Context: an optimization exercise on an open-source flow, tuned for small area, a short achievable clock period and few clock cycles per item. The choices shown serve that exercise and are no tape-out recipe. Function was checked by simulation only, so behaviour that the tests miss may differ from the original. No activity file was given, so power comes from the tool's default toggle rates.

Design shortest_job_first_queue_top, start of the top module:
module shortest_job_first_queue_top
(
    input  wire         aclk,
    input  wire         aresetn,
    input  wire         s_tvalid,
    output logic        s_tready,
    input  wire  [15:0] s_tdata,    
    input  wire  [0:0]  s_tuser,    
    output logic        m_tvalid,
    input  wire         m_tready,
    output logic [47:0] m_tdata,    
    output logic [1:0]  m_tuser     
);
clock: 4.0 ns
lec_check: 0
abc_area: 1
cap_margin: 20
core_margin: 2
core_utilization: 65
cts_buf_list: sky130_fd_sc_hd__clkbuf_4 sky130_fd_sc_hd__clkbuf_8
setup_slack_margin: 1.7
slew_margin: 20
run.sh (not shown) runs the stock make flow with config.mk's settings and CLKGATE_MAP_FILE= SYNTH_SCRIPT=/design/flow/synth_recipe.tcl, a recipe that flattens the netlist after the stock synthesis.
Testbench counts at the start, summed over its fixed seeds: cycles 12,024, items 12,000.
==> next run, changes <==
Settings changed: CORE_UTILIZATION 65 to 40, CTS_BUF_LIST sky130_fd_sc_hd__clkbuf_4 sky130_fd_sc_hd__clkbuf_8 to default, SETUP_SLACK_MARGIN 1.7 to 1.5.
The changed run finished clean.
Hold slack hardly moves.
Via count goes down by about 4.3%.
Wire length went up by about 4%.
Power increases by about 3.7%.
Design area rises by about 0.9%.
==> next run, changes <==
Settings changed: CORE_UTILIZATION 40 to 55, CTS_BUF_LIST from default to sky130_fd_sc_hd__clkbuf_4 sky130_fd_sc_hd__clkbuf_8, SETUP_SLACK_MARGIN 1.5 to 1.6.
Outcome:
- The new run finished clean
- final cell count went down by 3.8%
- area after synthesis stays the same
- via count rose by 1.7%
- sequential cell count does not change
- global-route usage rose by 9.4 points
- non-clock buffer count grows by 18
- critical path depth grows by 13
- first-iteration DRC count is lower by 1.6%
- cell area decreases by 0.32%
- register-to-register slack gets better by 0.06 ns
- clock power went down by 8.7%
==> next run, changes <==
Settings changed: CAP_MARGIN 20 to 0, SETUP_SLACK_MARGIN 1.6 to 1.7, SLEW_MARGIN 20 to 0.
Result: Utilization rises by 0.56 points; critical path depth grows by 1; synthesized cell count stays the same; worst hold slack improves by 0.0070 ns; worst setup slack improves by 0.11 ns; combinational power stays flat; via count climbs by 0.45%.

========
== run A ==
shortest_job_first_queue_top again, from the RTL that the note above started with.
// shortest_job_first_queue_top
module shortest_job_first_queue_top
(
    input  wire         aclk,
    input  wire         aresetn,
    input  wire         s_tvalid,
    output logic        s_tready,
    input  wire  [15:0] s_tdata,    
    input  wire  [0:0]  s_tuser,    
    output logic        m_tvalid,
    input  wire         m_tready,
    output logic [47:0] m_tdata,    
    output logic [1:0]  m_tuser     
);
clock: 4.0 ns
lec_check: 0
abc_area: 1
cap_margin: 20
core_margin: 2
core_utilization: 50
cts_buf_list: sky130_fd_sc_hd__clkbuf_4 sky130_fd_sc_hd__clkbuf_8
setup_slack_margin: 1.7
slew_margin: 20
Testbench counts of run A, summed over its fixed seeds: cycles 12,024, items 12,000.
> inputs changed (run A -> run B)
- CORE_UTILIZATION changed from 50 to 55
- SETUP_SLACK_MARGIN changed from 1.7 to 1.8
Findings:
- Delta (run B minus run A): register-to-register slack rose by 0.02 ns; post-CTS setup buffer count rose by 6.
- The run showing the greater clock-buffer cell count is run B.
- In run B, the first-pass iteration count of the detailed router came out 1 above the value in run A.
- Looking at net load switching power, run B sits 3.0% above run A.
- As of run B, maximum frequency had risen slightly compared to run A.
- Route | run B vs run A | wire longer in run B
- Taking run A as the reference, in run B leakage power figure +0.32 nW, final period utilization shows a reduction of 0.37 points, ratio of routed vias to standard cells +4.8%.
For run C, these inputs were changed with respect to run B:
- swapping 1.8 for 1.7 in SETUP_SLACK_MARGIN
- clearing CTS_BUF_LIST, which used to be sky130_fd_sc_hd__clkbuf_4 sky130_fd_sc_hd__clkbuf_8
[summary]
Run C vs run B: global-route usage down. Diff run C and run B: total length of routed wires higher in run B. Cell area, run C and run B, higher one = run B. Diff run B -> run C | switching fraction of total power | decrease of 1.5 points.
The following lists how run D was set up differently from run C:
- CORE_UTILIZATION: 55 -> 40
- CTS_BUF_LIST: unset -> sky130_fd_sc_hd__clkbuf_4 sky130_fd_sc_hd__clkbuf_8
## What came out
Sort run D and run C by worst slew margin relative to its limit desc -> top: run C
Diff run C -> run D | final wirelength | increase of 5.3%
Status: sequential power parity (run D, run C)
Here is what was changed in the inputs of run E compared with run D.
- CORE_UTILIZATION changed from 40 to 55
- TNS_END_PERCENT newly set to 10
==> comparison <==
- Looking at worst clock skew, run E sits 0.020 ns higher than run D does.
- Summary of the comparison: detailed-route vias per instance is higher in run E, relative to run D.
- Re final net count: run D and run E aren't equal, and the higher value belongs to run D.
- The worst reg-to-reg setup slack of run E falls short of that of run D by 0.09 ns.
- Of the two values seen for library cell contributing the largest single delay on the critical path, dlygate4sd2_1 was produced by run E and edfxtp_1 by run D.

========
Setup of job 101:
The RTL this note starts from:
==> flow/design.v <==
`default_nettype none
package sjfq_pkg;
    localparam int QUEUE_DEPTH = 16;
    localparam int CNT_W       = $clog2(QUEUE_DEPTH + 1);
    localparam int TAG_W       = 5;
    localparam int TIME_W      = 16;
    localparam int SUM_W       = 20;
    localparam int STATUS_W    = 2;
    localparam logic [TAG_W-1:0]    POS_MAX = {TAG_W{1'b1}};
    localparam logic [SUM_W-1:0]    SUM_MAX = {SUM_W{1'b1}};
    localparam logic [STATUS_W-1:0] STATUS_OK    = 2'd0;
    localparam logic [STATUS_W-1:0] STATUS_FULL  = 2'd1;
    localparam logic [STATUS_W-1:0] STATUS_EMPTY = 2'd2;
    localparam logic KIND_ENQ = 1'b0;
    localparam logic KIND_DEQ = 1'b1;
    typedef struct packed {
        logic load1;       
        logic load2;       
        logic exec;        
        logic v2_n;        
        logic out_load;    
    } sjfq_cmd_t;
    localparam int RES_W = STATUS_W + TAG_W + 1 + SUM_W + TIME_W + TAG_W;
endpackage
`default_nettype wire
`default_nettype none
import sjfq_pkg::*;
module sjfq_ctrl
(
    input  wire       aclk,
    input  wire       aresetn,
    input  wire       s_tvalid,
    output logic      s_tready,
    output logic      m_tvalid,
    input  wire       m_tready,
    output sjfq_pkg::sjfq_cmd_t cmd
);
    logic v1, v2, ov, any_free;
    logic v1_n, v2_n;
    logic out_free, exec, load2, adv1, acc;
    assign m_tvalid = ov;
    assign out_free = ~ov | m_tready;
    assign exec     = v2 & out_free;
    assign load2    = ~v2 | out_free;      
    assign adv1     = v1 & load2;
    assign s_tready = any_free | m_tready;   
    assign acc      = s_tvalid & s_tready;
    assign v1_n = acc | (v1 & ~adv1);
    assign v2_n = adv1 | (v2 & ~exec);
    assign cmd.load1    = s_tready;
    assign cmd.load2    = load2;
    assign cmd.exec     = exec;
    assign cmd.v2_n     = v2_n;
    assign cmd.out_load = out_free;
    always_ff @(posedge aclk) begin
        if (!aresetn) begin
            v1       <= 1'b0;
            v2       <= 1'b0;
            ov       <= 1'b0;
            any_free <= 1'b1;
        end else begin
            v1       <= v1_n;
            v2       <= v2_n;
            ov       <= exec | (ov & ~m_tready);
            any_free <= ~v1_n | ~v2_n | ~(exec | (ov & ~m_tready));
        end
    end
endmodule
`default_nettype wire
`default_nettype none
import sjfq_pkg::*;
module sjfq_dp
(
    input  wire                 aclk,
    input  wire                 aresetn,
    input  sjfq_pkg::sjfq_cmd_t cmd,
    input  wire                 in_kind,
    input  wire  [TIME_W-1:0]   in_time,
    output logic [RES_W-1:0]    res
);
    localparam int N      = QUEUE_DEPTH;
    localparam int STAG_W = 4;
    logic              k1;
    logic [TIME_W-1:0] t1;
    logic              k2;
    logic [TIME_W-1:0] t2;
    logic [N-1:0]      kb;
    logic [TIME_W-1:0] st [N];
    logic [STAG_W-1:0] sg [N];
    logic [CNT_W-1:0]  count;
    logic [SUM_W-1:0]  total;     
    logic              tsat;
    logic [TAG_W-1:0]  pos;
    logic [RES_W-1:0]  out_r, res_n;
    logic [N-1:0]      cmp, kb_n;
    logic              cmp_a;
    logic              full, empty, ins, deq;
    function automatic logic le16(input logic [TIME_W-1:0] a, input logic [TIME_W-1:0] b);
        logic [TIME_W-1:0] g, l;
        g = a & ~b;
        l = ~a & b;
        for (int w = 1; w < TIME_W; w = w * 2) begin
            for (int j = 0; j + w < TIME_W; j = j + 2 * w) begin
                g[j] = g[j + w] | (~l[j + w] & g[j]);
                l[j] = l[j + w] | (~g[j + w] & l[j]);
            end
        end
        le16 = ~g[0];
    endfunction
    always_ff @(posedge aclk) begin
        if (cmd.load1) begin
            k1 <= in_kind;
            t1 <= in_time;
        end
    end
    always_comb begin
        for (int i = 0; i < N; i++) begin
            cmp[i] = (CNT_W'(i) < count) && le16(st[i], t1);
        end
    end
    assign cmp_a = le16(t2, t1);
    always_comb begin
        for (int i = 0; i < N; i++) begin
            if (ins_ok) begin
                if (kb[i])
                    kb_n[i] = cmp[i];
                else if (i == 0 || kb[(i == 0) ? 0 : i - 1])
                    kb_n[i] = cmp_a;
                else
                    kb_n[i] = cmp[(i == 0) ? 0 : i - 1];
            end else if (deq_ok) begin
                kb_n[i] = (i == N - 1) ? 1'b0 : cmp[(i == N - 1) ? i : i + 1];
            end else begin
                kb_n[i] = cmp[i];
            end
        end
    end
    assign full  = (count == CNT_W'(N));
    assign empty = (count == '0);
    logic              ins_ok, deq_ok, k2_n;
    logic [CNT_W-1:0]  count_n;
    assign ins  = cmd.exec && ins_ok;
    assign deq  = cmd.exec && deq_ok;
    assign k2_n = cmd.load2 ? k1 : k2;
    always_ff @(posedge aclk) begin
        if (!aresetn) begin
            ins_ok <= 1'b0;
            deq_ok <= 1'b0;
        end else begin
            ins_ok <= cmd.v2_n && (k2_n == KIND_ENQ) && (count_n != CNT_W'(N));
            deq_ok <= cmd.v2_n && (k2_n == KIND_DEQ) && (count_n != '0);
        end
    end
    always_ff @(posedge aclk) begin
        if (cmd.load2) begin
            k2      <= k1;
            t2      <= t1;
            kb      <= kb_n;
        end
    end
    localparam int SLOT_W = STAG_W + TIME_W;
    logic [SLOT_W-1:0] sl [N];
    logic [SLOT_W-1:0] sl_n [N];
    logic [SLOT_W-1:0] sl_new;
    logic [N-1:0]      s_hold, s_prev, s_next, s_new;
    assign sl_new = {count[STAG_W-1:0], t2};
    always_comb begin
        for (int i = 0; i < N; i++) begin
            s_next[i] = deq && (i < N - 1);
            s_new[i]  = ins && !kb[i] && (i == 0 || kb[(i == 0) ? 0 : i - 1]);
            s_prev[i] = ins && (i > 0) && !kb[(i == 0) ? 0 : i - 1];
            s_hold[i] = !s_next[i] && !(ins && !kb[i]);
        end
        for (int i = 0; i < N; i++) begin
            sl_n[i] = ({SLOT_W{s_hold[i]}} & sl[i])
                    | ({SLOT_W{s_new[i]}}  & sl_new)
                    | ({SLOT_W{s_prev[i]}} & sl[(i == 0) ? 0 : i - 1])
                    | ({SLOT_W{s_next[i]}} & sl[(i == N - 1) ? i : i + 1]);
        end
    end
    always_ff @(posedge aclk) begin
        for (int i = 0; i < N; i++) begin
            sl[i] <= sl_n[i];
        end
    end
    always_comb begin
        for (int i = 0; i < N; i++) begin
            st[i] = sl[i][TIME_W-1:0];
            sg[i] = sl[i][SLOT_W-1:TIME_W];
        end
    end
    logic [SUM_W-1:0]  ut;        
    logic              usat;
    logic [SUM_W:0]    u_deq, u_ins;
    logic [SUM_W-1:0]  sum;
    logic              late;
    logic [TAG_W-1:0]  cnt_inc, cnt_dec, head_tag;
    assign u_deq    = {1'b0, ut} + (SUM_W+1)'(st[1]);
    assign u_ins    = {1'b0, total} + (SUM_W+1)'(t2);
    assign sum      = usat ? SUM_MAX : ut;
    assign late     = pos[TAG_W-1] || (sg[0] < pos[STAG_W-1:0]);
    assign cnt_inc  = TAG_W'(count) + TAG_W'(1);
    assign cnt_dec  = TAG_W'(count) - TAG_W'(1);
    assign head_tag = TAG_W'(sg[0]) + TAG_W'(1);
    always_comb begin
        if (k2 == KIND_ENQ) begin
            if (full)
                res_n = {STATUS_FULL, TAG_W'(N), 1'b0, SUM_W'(0), TIME_W'(0), TAG_W'(0)};
            else
                res_n = {STATUS_OK, cnt_inc, 1'b0, SUM_W'(0), TIME_W'(0), cnt_inc};
        end else begin
            if (empty)
                res_n = {STATUS_EMPTY, TAG_W'(0), 1'b0, SUM_W'(0), TIME_W'(0), TAG_W'(0)};
            else
                res_n = {STATUS_OK, cnt_dec, late, sum, st[0], head_tag};
        end
    end
    always_ff @(posedge aclk) begin
        if (cmd.out_load) out_r <= res_n;
    end
    assign res = out_r;
    always_comb begin
        count_n = count;
        if (ins) count_n = count + CNT_W'(1);
        if (deq) count_n = count - CNT_W'(1);
    end
    always_ff @(posedge aclk) begin
        if (!aresetn) begin
            count <= '0;
            total <= '0;
            tsat  <= 1'b0;
            ut    <= '0;
            usat  <= 1'b0;
            pos   <= '0;
        end else begin
            count <= count_n;
            if (deq) begin
                if (count == CNT_W'(1)) begin
                    total <= '0;
                    tsat  <= 1'b0;
                    ut    <= '0;
                    usat  <= 1'b0;
                    pos   <= '0;
                end else begin
                    total <= ut;
                    tsat  <= usat;
                    ut    <= u_deq[SUM_W-1:0];
                    usat  <= usat || u_deq[SUM_W];
                    pos   <= (pos == POS_MAX) ? pos : pos + TAG_W'(1);
                end
            end else if (s_new[0]) begin
                ut   <= u_ins[SUM_W-1:0];
                usat <= tsat || u_ins[SUM_W];
            end
        end
    end
endmodule
`default_nettype wire
`default_nettype none
import sjfq_pkg::*;
module shortest_job_first_queue_top
(
    input  wire         aclk,
    input  wire         aresetn,
    input  wire         s_tvalid,
    output logic        s_tready,
    input  wire  [15:0] s_tdata,    
    input  wire  [0:0]  s_tuser,    
    output logic        m_tvalid,
    input  wire         m_tready,
    output logic [47:0] m_tdata,    
    output logic [1:0]  m_tuser     
);
    sjfq_pkg::sjfq_cmd_t cmd;
    logic [RES_W-1:0]    res;
    sjfq_ctrl u_ctrl (
        .aclk     (aclk),
        .aresetn  (aresetn),
        .s_tvalid (s_tvalid),
        .s_tready (s_tready),
        .m_tvalid (m_tvalid),
        .m_tready (m_tready),
        .cmd      (cmd)
    );
    sjfq_dp u_dp (
        .aclk     (aclk),
        .aresetn  (aresetn),
        .cmd      (cmd),
        .in_kind  (s_tuser[0]),
        .in_time  (s_tdata[TIME_W-1:0]),
        .res      (res)
    );
    assign m_tdata = {1'b0, res[RES_W-3:0]};
    assign m_tuser = res[RES_W-1:RES_W-2];
endmodule
`default_nettype wire
make LEC_CHECK=0 ABC_AREA=1 CAP_MARGIN=20 CORE_MARGIN=2 CORE_UTILIZATION=55 CTS_BUF_LIST='sky130_fd_sc_hd__clkbuf_4 sky130_fd_sc_hd__clkbuf_8' SETUP_SLACK_MARGIN=1.7 SLEW_MARGIN=20 finish   # period 4.0 ns
Both conditions hold for job 101: the flow ran to the end and the final layout passed the timing, DRC and antenna checks.
Testbench counts of job 101, summed over its fixed seeds: cycles 12,024, items 12,000.
### job 101 -> job 102
Settings: SETUP_SLACK_MARGIN: 1.7 -> 2.0; CORE_UTILIZATION: 55 -> 40; CTS_BUF_LIST: sky130_fd_sc_hd__clkbuf_4 sky130_fd_sc_hd__clkbuf_8 -> unset.
Comparing job 101 and job 102, the higher post-route minimum period is on job 101.
Between job 101 and job 102, estimated wirelength of the detail-placed design is lower for job 101, job 102 comes in above that.
Proportion of synthesized chip area in sequential cells: job 101 vs job 102 identical

## afterwards: timing with drivers on the ports
In the flow no input, the clock included, has a driving cell. The finished layouts below were timed again as built, in two steps.
Step 1: set_driving_cell puts a clkbuf_16 on aclk and a buf_2 on each other input, an assumption about the parent block.
Step 2, shift: input delay + t, output delay - t, t = (earliest + latest rising clock arrival at the registers) / 2. This alone moves slack from input paths to output paths.
Slacks: no drivers / after step 1 / after step 2; pairs: no drivers / after step 1.
| run | t (ns) | slack for setup (ns) | worst setup path after step 2 | worst register clock-pin slew, ns | worst data-port slew with drivers (ns) |
|---|---|---|---|---|---|
| the first run of note 1 | 0.734 | 1.692 / 1.678 / 1.083 | input to register | 0.07 / 0.07 | 0.09 |
| the second run of note 1 | 0.677 | 1.557 / 1.497 / 1.028 | input to register | 0.07 / 0.07 | 0.10 |
| the third run of note 1 | 0.723 | 1.644 / 1.607 / 1.298 | input to register | 0.07 / 0.07 | 0.08 |
| the fourth run of note 1 | 0.723 | 1.751 / 1.718 / 1.310 | input to register | 0.07 / 0.07 | 0.09 |
| run A | 0.739 | 1.767 / 1.718 / 1.145 | input to register | 0.07 / 0.07 | 0.10 |
| run B | 0.745 | 1.782 / 1.723 / 1.274 | input to register | 0.07 / 0.07 | 0.06 |
| run C | 0.667 | 1.736 / 1.677 / 1.307 | input to register | 0.06 / 0.06 | 0.09 |
| run D | 0.740 | 1.744 / 1.729 / 1.132 | input to register | 0.07 / 0.07 | 0.12 |
| run E | 0.744 | 1.517 / 1.498 / 0.963 | input to register | 0.07 / 0.07 | 0.07 |
| job 101 | 0.723 | 1.751 / 1.718 / 1.310 | input to register | 0.07 / 0.07 | 0.09 |
| job 102 | 0.695 | 1.811 / 1.764 / 1.394 | input to register | 0.07 / 0.07 | 0.09 |
After both steps setup and hold are still met in every run listed. The setup slack of run A, which loses most, moves by -0.049 ns with the drivers and by -0.622 ns with both steps.
